Source: an optimization exercise on an open RTL-to-GDS flow (aim: small area). Production flows keep margins and buffers that such runs may drop.
At most, simulation tests tie the RTL to the original design; equivalence was not proved.
Power is estimated from default activity; no workload was simulated. The flow treats the clock pin as an ideal source, which a real chip does not have.

==> flow/design.v <==
package regcon_pkg;
        typedef enum logic [2:0] {
                write    = 3'd0,
                read     = 3'd1,
                read_two = 3'd2,
                compare  = 3'd5,
                xor_op   = 3'd6,
                shift    = 3'd7
        } opcode_e;
        typedef logic [5-1:0] reg_addr_t;
        typedef logic [16-1:0] reg_word_t;
        typedef struct packed {
                logic                        pad;
                logic [4-1:0] amount;
        } shift_view_t;
        typedef union packed {
                reg_addr_t   addr;
                shift_view_t shift_view;
        } operand_u;
        typedef struct packed {
                opcode_e   opcode;
                reg_addr_t src_a;
                operand_u  src_b;
                reg_addr_t dest;
                reg_word_t data;
        } console_cmd_t;
        typedef struct packed {
                logic      valid;
                reg_word_t line1_word;
                reg_word_t line2_word;
        } display_req_t;
        typedef struct packed {
                logic      en;
                reg_addr_t addr;
                reg_word_t data;
        } reg_wr_t;
endpackage
`timescale 1ns/1ps
module register_console_top (
        input  logic                        clk,
        input  logic                        reset,
        input  logic                        rot,
        input  logic [4-1:0] bits,
        output logic [128-1:0]   line1,
        output logic [128-1:0]   line2
);
        logic       rot_prev;
        logic       busy;
        logic [2:0] fc;           
        logic [2:0] op;
        logic       cv, upd;      
        logic [4:0] A;            
        logic [15:0] T;           
        logic step, fstep, start, last;
        logic op_w, op_r, op_r2, op_c, op_x, op_s, writes;
        assign step  = rot & ~rot_prev;
        assign fstep = step & busy;
        assign start = step & ~busy & (bits[2:0] != 3'd3) & (bits[2:0] != 3'd4);
        assign op_w  = (op == 3'd0);
        assign op_r  = (op == 3'd1);
        assign op_r2 = (op == 3'd2);
        assign op_c  = (op == 3'd5);
        assign op_x  = (op == 3'd6);
        assign op_s  = (op == 3'd7);
        assign writes = ~(op_r | op_r2);
        always_comb begin
                case (op)
                        3'd1:    last = (fc == 3'd1);
                        3'd2:    last = (fc == 3'd3);
                        3'd7:    last = (fc == 3'd4);
                        default: last = (fc == 3'd5);
                endcase
        end
        always_ff @(posedge clk) begin
                if (reset) begin
                        rot_prev <= 1'b0;
                        busy     <= 1'b0;
                        cv       <= 1'b0;
                        upd      <= 1'b0;
                end else begin
                        rot_prev <= rot;
                        cv       <= fstep & last;
                        upd      <= cv;
                        if (start)
                                busy <= 1'b1;
                        else if (fstep & last)
                                busy <= 1'b0;
                end
        end
        logic a_lo, a_hi;
        always_comb begin
                if (op_w) begin
                        a_lo = (fc == 3'd0);
                        a_hi = (fc == 3'd1);
                end else if (op_s) begin
                        a_lo = (fc == 3'd0) | (fc == 3'd3);
                        a_hi = (fc == 3'd1) | (fc == 3'd4);
                end else begin
                        a_lo = ~fc[0];
                        a_hi = fc[0];
                end
        end
        always_ff @(posedge clk) begin
                if (start) begin
                        op <= bits[2:0];
                        fc <= 3'd0;
                end else if (fstep) begin
                        fc <= fc + 3'd1;
                end
                if (fstep & a_lo) A[3:0] <= bits;
                if (fstep & a_hi) A[4]   <= bits[0];
        end
        logic [31:0][15:0] ring;
        logic [4:0]  ptr;
        logic        cleared;     
        logic        clr;
        logic        pv;          
        logic [4:0]  pp;          
        logic [15:0] pd;          
        logic [4:0]  q;           
        logic        rok;         
        logic        q_ok;
        logic        hit;
        logic [15:0] rd;          
        logic        wr_now;
                logic [3:0]  wp;
        assign q    = A + ptr;
        assign rok  = ~q[0];
        assign clr  = ~cleared;
        assign q_ok = cleared | ({2'b00, q[2:0]} < ptr);
        assign hit  = pv & (q == pp);
        logic [17:0]       rsel;
        logic [17:0][15:0] rsrc;
        logic [5:0][15:0]  rd_n;
        logic              sel_t;
        assign sel_t      = upd & (writes | (op_r & ~rok));
        assign rsel[15:0] = {16{~sel_t & rok & q_ok & ~hit}} & (16'd1 << q[4:1]);
        assign rsel[16]   = ~sel_t & ((rok & hit) | (upd & op_r2 & ~rok));
        assign rsel[17]   = sel_t;
        for (genvar k = 0; k < 16; k++) begin : g_src
                assign rsrc[k] = ring[2*k];
        end
        assign rsrc[16] = pd;
        assign rsrc[17] = T;
        for (genvar g = 0; g < 6; g++) begin : g_rd
                for (genvar b = 0; b < 16; b++) begin : g_bit
                        rc_aoi222 u_aoi (
                                .a1 (rsrc[3*g][b]),   .a2 (rsel[3*g]),
                                .b1 (rsrc[3*g+1][b]), .b2 (rsel[3*g+1]),
                                .c1 (rsrc[3*g+2][b]), .c2 (rsel[3*g+2]),
                                .y  (rd_n[g][b])
                        );
                end
        end
        always_comb begin
                rd = 16'd0;
                for (int g = 0; g < 6; g++) rd = rd | ~rd_n[g];
        end
        for (genvar p = 0; p < 4; p++) begin : g_wp
                assign wp[p] = clr | (pv & (pp == 5'(8*p + 31)));
        end
        assign wr_now = upd & writes;
        logic [3:0][15:0] port_d;
        for (genvar p = 0; p < 4; p++) begin : g_port
                logic wp_n;
                assign wp_n = ~wp[p];
                for (genvar b = 0; b < 16; b++) begin : g_bit
                        rc_ao22 u_ao (
                                .a1 (pd[b]),                    .a2 (wp[p]),
                                .b1 (ring[(8*p + 31) % 32][b]), .b2 (wp_n),
                                .y  (port_d[p][b])
                        );
                end
        end
        always_ff @(posedge clk) begin
                for (int i = 1; i < 32; i++) ring[i] <= ring[i-1];
                ring[0]  <= port_d[0];
                ring[8]  <= port_d[1];
                ring[16] <= port_d[2];
                ring[24] <= port_d[3];
        end
        always_ff @(posedge clk) begin
                if (reset) begin
                        ptr     <= 5'd0;
                        cleared <= 1'b0;
                        pv      <= 1'b0;
                        pd      <= 16'd0;
                end else begin
                        ptr <= ptr + 5'd1;
                        if (ptr == 5'd7) cleared <= 1'b1;
                        if (wr_now) begin
                                pv <= 1'b1;
                                pd <= rd;
                        end else begin
                                if (wp != 4'd0) pv <= 1'b0;
                                if (cv & op_r2) pd <= rd;
                        end
                end
                pp <= (wr_now ? q : pp) + 5'd1;
        end
        logic [3:0]  amt;
        logic [3:0]  a_cur;
        logic        xd;          
        logic        tload, wdat, xop;
        assign tload = (fc == 3'd2) & rok & ~(fstep & op_w);
        assign wdat  = fstep & op_w & (fc >= 3'd2);
        assign xop   = (fc == 3'd4) & rok & (op_c | op_x) & ~xd;
        assign a_cur = (fstep & op_s & (fc == 3'd2)) ? bits : amt;
        always_ff @(posedge clk) begin
                if (start)
                        xd <= 1'b0;
                else if (xop)
                        xd <= 1'b1;
        end
        always_ff @(posedge clk) begin
                if (reset)
                        amt <= 4'd0;
                else if (tload)
                        amt <= a_cur;
                else if (a_cur[3])
                        amt <= {1'b0, a_cur[2:0]};
                else if (a_cur[2])
                        amt <= {2'b00, a_cur[1:0]};
                else
                        amt <= {3'b000, a_cur[1] & a_cur[0]};
        end
        always_ff @(posedge clk) begin
                T <= T_next;
        end
        logic s_ld, s_x, s_c, s_8, s_4, s_2, s_1, s_h;
        logic [15:0] T_next;
        assign s_ld = tload;
        assign s_x  = xop;
        assign s_c  = cv & op_c;
        assign s_8  = ~tload & a_cur[3];
        assign s_4  = wdat | (~tload & (a_cur[3:2] == 2'b01));
        assign s_2  = ~tload & (a_cur[3:2] == 2'd0) & a_cur[1];
        assign s_1  = ~tload & (a_cur[3:1] == 3'd0) & a_cur[0];
        assign s_h  = ~(s_ld | s_x | s_c | s_8 | s_4 | s_2 | s_1);
        assign T_next = ({16{s_ld | s_x}} & (rd ^ (T & {16{s_x}})))
                      | ({16{s_8}} & {8'd0, T[15:8]})
                      | ({16{s_4}} & {bits & {4{wdat}}, T[15:4]})
                      | ({16{s_2}} & {2'd0, T[15:2]})
                      | ({16{s_1}} & {1'b0, T[15:1]})
                      | ({16{s_c}} & {15'd0, (T == 16'd0)})
                      | ({16{s_h}} & T);
        logic [15:0] L1, L2;
        logic        LN;
        always_ff @(posedge clk) begin
                if (reset) begin
                        L1 <= 16'd0;
                        L2 <= 16'd0;
                        LN <= 1'b0;
                end else if (upd) begin
                        L1 <= op_r2 ? T : {11'd0, A};
                        L2 <= rd;
                        LN <= 1'b1;
                end
        end
        always_comb begin
                for (int i = 0; i < 16; i++) begin
                        line1[i*8 +: 8] = {2'b00, LN, LN, 3'b000, L1[i]};
                        line2[i*8 +: 8] = {2'b00, LN, LN, 3'b000, L2[i]};
                end
        end
endmodule
module rc_aoi222 (
        input  logic a1, a2, b1, b2, c1, c2,
        output logic y
);
        assign y = ~((a1 & a2) | (b1 & b2) | (c1 & c2));
endmodule
module rc_ao22 (
        input  logic a1, a2, b1, b2,
        output logic y
);
        assign y = (a1 & a2) | (b1 & b2);
endmodule
==> flow/config.mk <==
export PLATFORM = sky130hd
export DESIGN_NAME = register_console_top
export DESIGN_NICKNAME = register_console_top
export VERILOG_FILES = /design/flow/design.v
export SDC_FILE = /design/flow/constraint.sdc
export NUM_CORES = 4
export LEC_CHECK = 0
export ABC_AREA = 0
export CAP_MARGIN = 20
export CORE_MARGIN = 2
export CORE_UTILIZATION = 60
export SLEW_MARGIN = 20
export SYNTH_HIERARCHICAL = 1
export SYNTH_MINIMUM_KEEP_SIZE = 0
==> flow/constraint.sdc <==
create_clock -name core_clock -period 6.0 [get_ports {clk}]
set_input_delay 1.2000 -clock core_clock [delete_from_list [all_inputs] [get_ports {clk}]]
set_output_delay 1.2000 -clock core_clock [all_outputs]
set_load 0.01 [all_outputs]
standard.sh (not shown) runs the stock make flow with config.mk's settings and CLKGATE_MAP_FILE= SYNTH_SCRIPT=/design/flow/synth_recipe.tcl, a recipe that flattens the netlist after the stock synthesis.
==> flow/flow/run.sh <==
#!/bin/bash
# Standard ORFS layout with three changes: the tie cell is not split per load,
# ports are buffered with buf_1, and CTS inserts no dummy loads.
set -euo pipefail
bash standard.sh \
  SKIP_REPAIR_TIE_FANOUT=1 \
  "BUFFER_PORTS_ARGS=-buffer_cell sky130_fd_sc_hd__buf_1" \
  "CTS_ARGS=-sink_clustering_enable -repair_clock_nets -dont_use_dummy_load -buf_list {sky130_fd_sc_hd__clkbuf_8 sky130_fd_sc_hd__clkbuf_16} -sink_clustering_size 30 -sink_clustering_max_diameter 120" \
  finish > standard.log 2>&1
Then changed:
--- a/flow/design.v
+++ b/flow/design.v
@@ -161,22 +161,10 @@
         end
         assign wr_now = upd & writes;
-        logic [3:0][15:0] port_d;
-        for (genvar p = 0; p < 4; p++) begin : g_port
-                logic wp_n;
-                assign wp_n = ~wp[p];
-                for (genvar b = 0; b < 16; b++) begin : g_bit
-                        rc_ao22 u_ao (
-                                .a1 (pd[b]),                    .a2 (wp[p]),
-                                .b1 (ring[(8*p + 31) % 32][b]), .b2 (wp_n),
-                                .y  (port_d[p][b])
-                        );
-                end
-        end
         always_ff @(posedge clk) begin
                 for (int i = 1; i < 32; i++) ring[i] <= ring[i-1];
-                ring[0]  <= port_d[0];
-                ring[8]  <= port_d[1];
-                ring[16] <= port_d[2];
-                ring[24] <= port_d[3];
+                ring[0]  <= wp[0] ? pd : ring[31];
+                ring[8]  <= wp[1] ? pd : ring[7];
+                ring[16] <= wp[2] ? pd : ring[15];
+                ring[24] <= wp[3] ? pd : ring[23];
         end
         always_ff @(posedge clk) begin
@@ -271,8 +259,2 @@
         assign y = ~((a1 & a2) | (b1 & b2) | (c1 & c2));
 endmodule
-module rc_ao22 (
-        input  logic a1, a2, b1, b2,
-        output logic y
-);
-        assign y = (a1 & a2) | (b1 & b2);
-endmodule
After rerunning:
- design area goes up by about 0.44%
- critical path depth goes up by 1
- flip-flop and latch count is unchanged
- routed wire length goes down by about 1.5%
- sequential share of layout area goes down by 0.29 points
- hold slack hardly moves
- register-to-register slack improves by 0.27 ns
- total power goes up by about 0.6%
- die area goes up by about 1%
- clock skew goes down by 0.027 ns
- core utilization barely changes
- area after synthesis goes up by 0.99%
Only the layout flow was run in the second run of this note; the RTL was not checked for function there.

Starts from the design.v that is shown in full above.
==> flow/config.mk <==
export PLATFORM = sky130hd
export DESIGN_NAME = register_console_top
export DESIGN_NICKNAME = register_console_top
export VERILOG_FILES = /design/flow/design.v
export SDC_FILE = /design/flow/constraint.sdc
export NUM_CORES = 4
export LEC_CHECK = 0
export ABC_AREA = 0
export CAP_MARGIN = 20
export CORE_MARGIN = 2
export CORE_UTILIZATION = 70
export PLACE_DENSITY = 0.75
export SLEW_MARGIN = 20
export SYNTH_HIERARCHICAL = 1
export SYNTH_MINIMUM_KEEP_SIZE = 0
==> flow/constraint.sdc <==
create_clock -name core_clock -period 6.0 [get_ports {clk}]
set_input_delay 1.2000 -clock core_clock [delete_from_list [all_inputs] [get_ports {clk}]]
set_output_delay 1.2000 -clock core_clock [all_outputs]
set_load 0.01 [all_outputs]
Scripts as last shown in full above: flow/flow/run.sh
Change:
--- a/flow/design.v
+++ b/flow/design.v
@@ -203,47 +203,46 @@
         logic        xd;          
         logic        tload, wdat, xop;
         assign tload = (fc == 3'd2) & rok & ~(fstep & op_w);
         assign wdat  = fstep & op_w & (fc >= 3'd2);
         assign xop   = (fc == 3'd4) & rok & (op_c | op_x) & ~xd;
         assign a_cur = (fstep & op_s & (fc == 3'd2)) ? bits : amt;
+        logic ld15;
+        assign ld15 = tload & (a_cur == 4'd15);
         always_ff @(posedge clk) begin
                 if (start)
                         xd <= 1'b0;
                 else if (xop)
                         xd <= 1'b1;
         end
         always_ff @(posedge clk) begin
                 if (reset)
                         amt <= 4'd0;
                 else if (tload)
-                        amt <= a_cur;
-                else if (a_cur[3])
-                        amt <= {1'b0, a_cur[2:0]};
-                else if (a_cur[2])
-                        amt <= {2'b00, a_cur[1:0]};
+                        amt <= ld15 ? 4'd0 : a_cur;
+                else if (a_cur[3:2] != 2'd0)
+                        amt <= {a_cur[3:2] - 2'd1, a_cur[1:0]};
+                else if (a_cur[1:0] != 2'd0)
+                        amt <= {2'b00, a_cur[1:0] - 2'd1};
                 else
-                        amt <= {3'b000, a_cur[1] & a_cur[0]};
+                        amt <= 4'd0;
         end
         always_ff @(posedge clk) begin
                 T <= T_next;
         end
-        logic s_ld, s_x, s_c, s_8, s_4, s_2, s_1, s_h;
+        logic s_ld, s_x, s_c, s_4, s_1, s_h;
         logic [15:0] T_next;
-        assign s_ld = tload;
+        assign s_ld = tload & ~ld15;
         assign s_x  = xop;
         assign s_c  = cv & op_c;
-        assign s_8  = ~tload & a_cur[3];
-        assign s_4  = wdat | (~tload & (a_cur[3:2] == 2'b01));
-        assign s_2  = ~tload & (a_cur[3:2] == 2'd0) & a_cur[1];
-        assign s_1  = ~tload & (a_cur[3:1] == 3'd0) & a_cur[0];
-        assign s_h  = ~(s_ld | s_x | s_c | s_8 | s_4 | s_2 | s_1);
+        assign s_4  = wdat | (~tload & (a_cur[3:2] != 2'd0));
+        assign s_1  = ~tload & (a_cur[3:2] == 2'd0) & (a_cur[1:0] != 2'd0);
+        assign s_h  = ~(tload | s_x | s_c | s_4 | s_1);
         assign T_next = ({16{s_ld | s_x}} & (rd ^ (T & {16{s_x}})))
-                      | ({16{s_8}} & {8'd0, T[15:8]})
+                      | ({16{ld15}} & {15'd0, rd[15]})
                       | ({16{s_4}} & {bits & {4{wdat}}, T[15:4]})
-                      | ({16{s_2}} & {2'd0, T[15:2]})
                       | ({16{s_1}} & {1'b0, T[15:1]})
                       | ({16{s_c}} & {15'd0, (T == 16'd0)})
                       | ({16{s_h}} & T);
         logic [15:0] L1, L2;
         logic        LN;
         always_ff @(posedge clk) begin
Count of clock-buffer cells in the layout stays the same.
Setup slack is better by 0.25 ns.
Register-to-register slack improves by 0.25 ns.
Global-route usage is higher by 1.1 points.
Combinational power falls by a quarter to a third.
Total power is lower by a few percent.
Fmax went up by a few percent.
Via count drops slightly.
Routed wire length rises slightly.
Clock skew is lower by 0.041 ns.

static timing again, ports no longer ideal:
The flow's constraints put no driver on any port. The routed layouts listed below were extracted and timed again, unchanged, in two steps.
Step 1 (the two cells are an assumption about what drives the block):
set clk [get_ports {clk}]
set_driving_cell -lib_cell sky130_fd_sc_hd__clkbuf_16 $clk
set_driving_cell -lib_cell sky130_fd_sc_hd__buf_2 [delete_from_list [all_inputs] $clk]
Step 2 moves the port delays by t, midway between the first and last clock arrival at a register: inputs arrive t later, outputs are due t later. That takes back most of the time a late clock gives input paths.
Slacks: ideal / step 1 / step 2; pairs: ideal / step 1.
run	shift t [ns]	setup slack, ns	hold WS [ns]	clock arrival spread, ns	slew at the worst register clock pin (ns)
the first run of note 1	0.591	0.936 / 0.936 / 0.936	0.301 / 0.301 / 0.301	0.080 / 0.080	0.12 / 0.12
the second run of note 1	0.599	1.205 / 1.205 / 1.205	0.302 / 0.302 / 0.302	0.053 / 0.053	0.12 / 0.12
the first run of note 2	0.581	0.760 / 0.760 / 0.760	0.301 / 0.301 / 0.301	0.090 / 0.091	0.11 / 0.11
the second run of note 2	0.609	1.010 / 1.010 / 1.010	0.289 / 0.289 / 0.289	0.054 / 0.054	0.12 / 0.12
After both steps setup and hold are still met in every run listed.
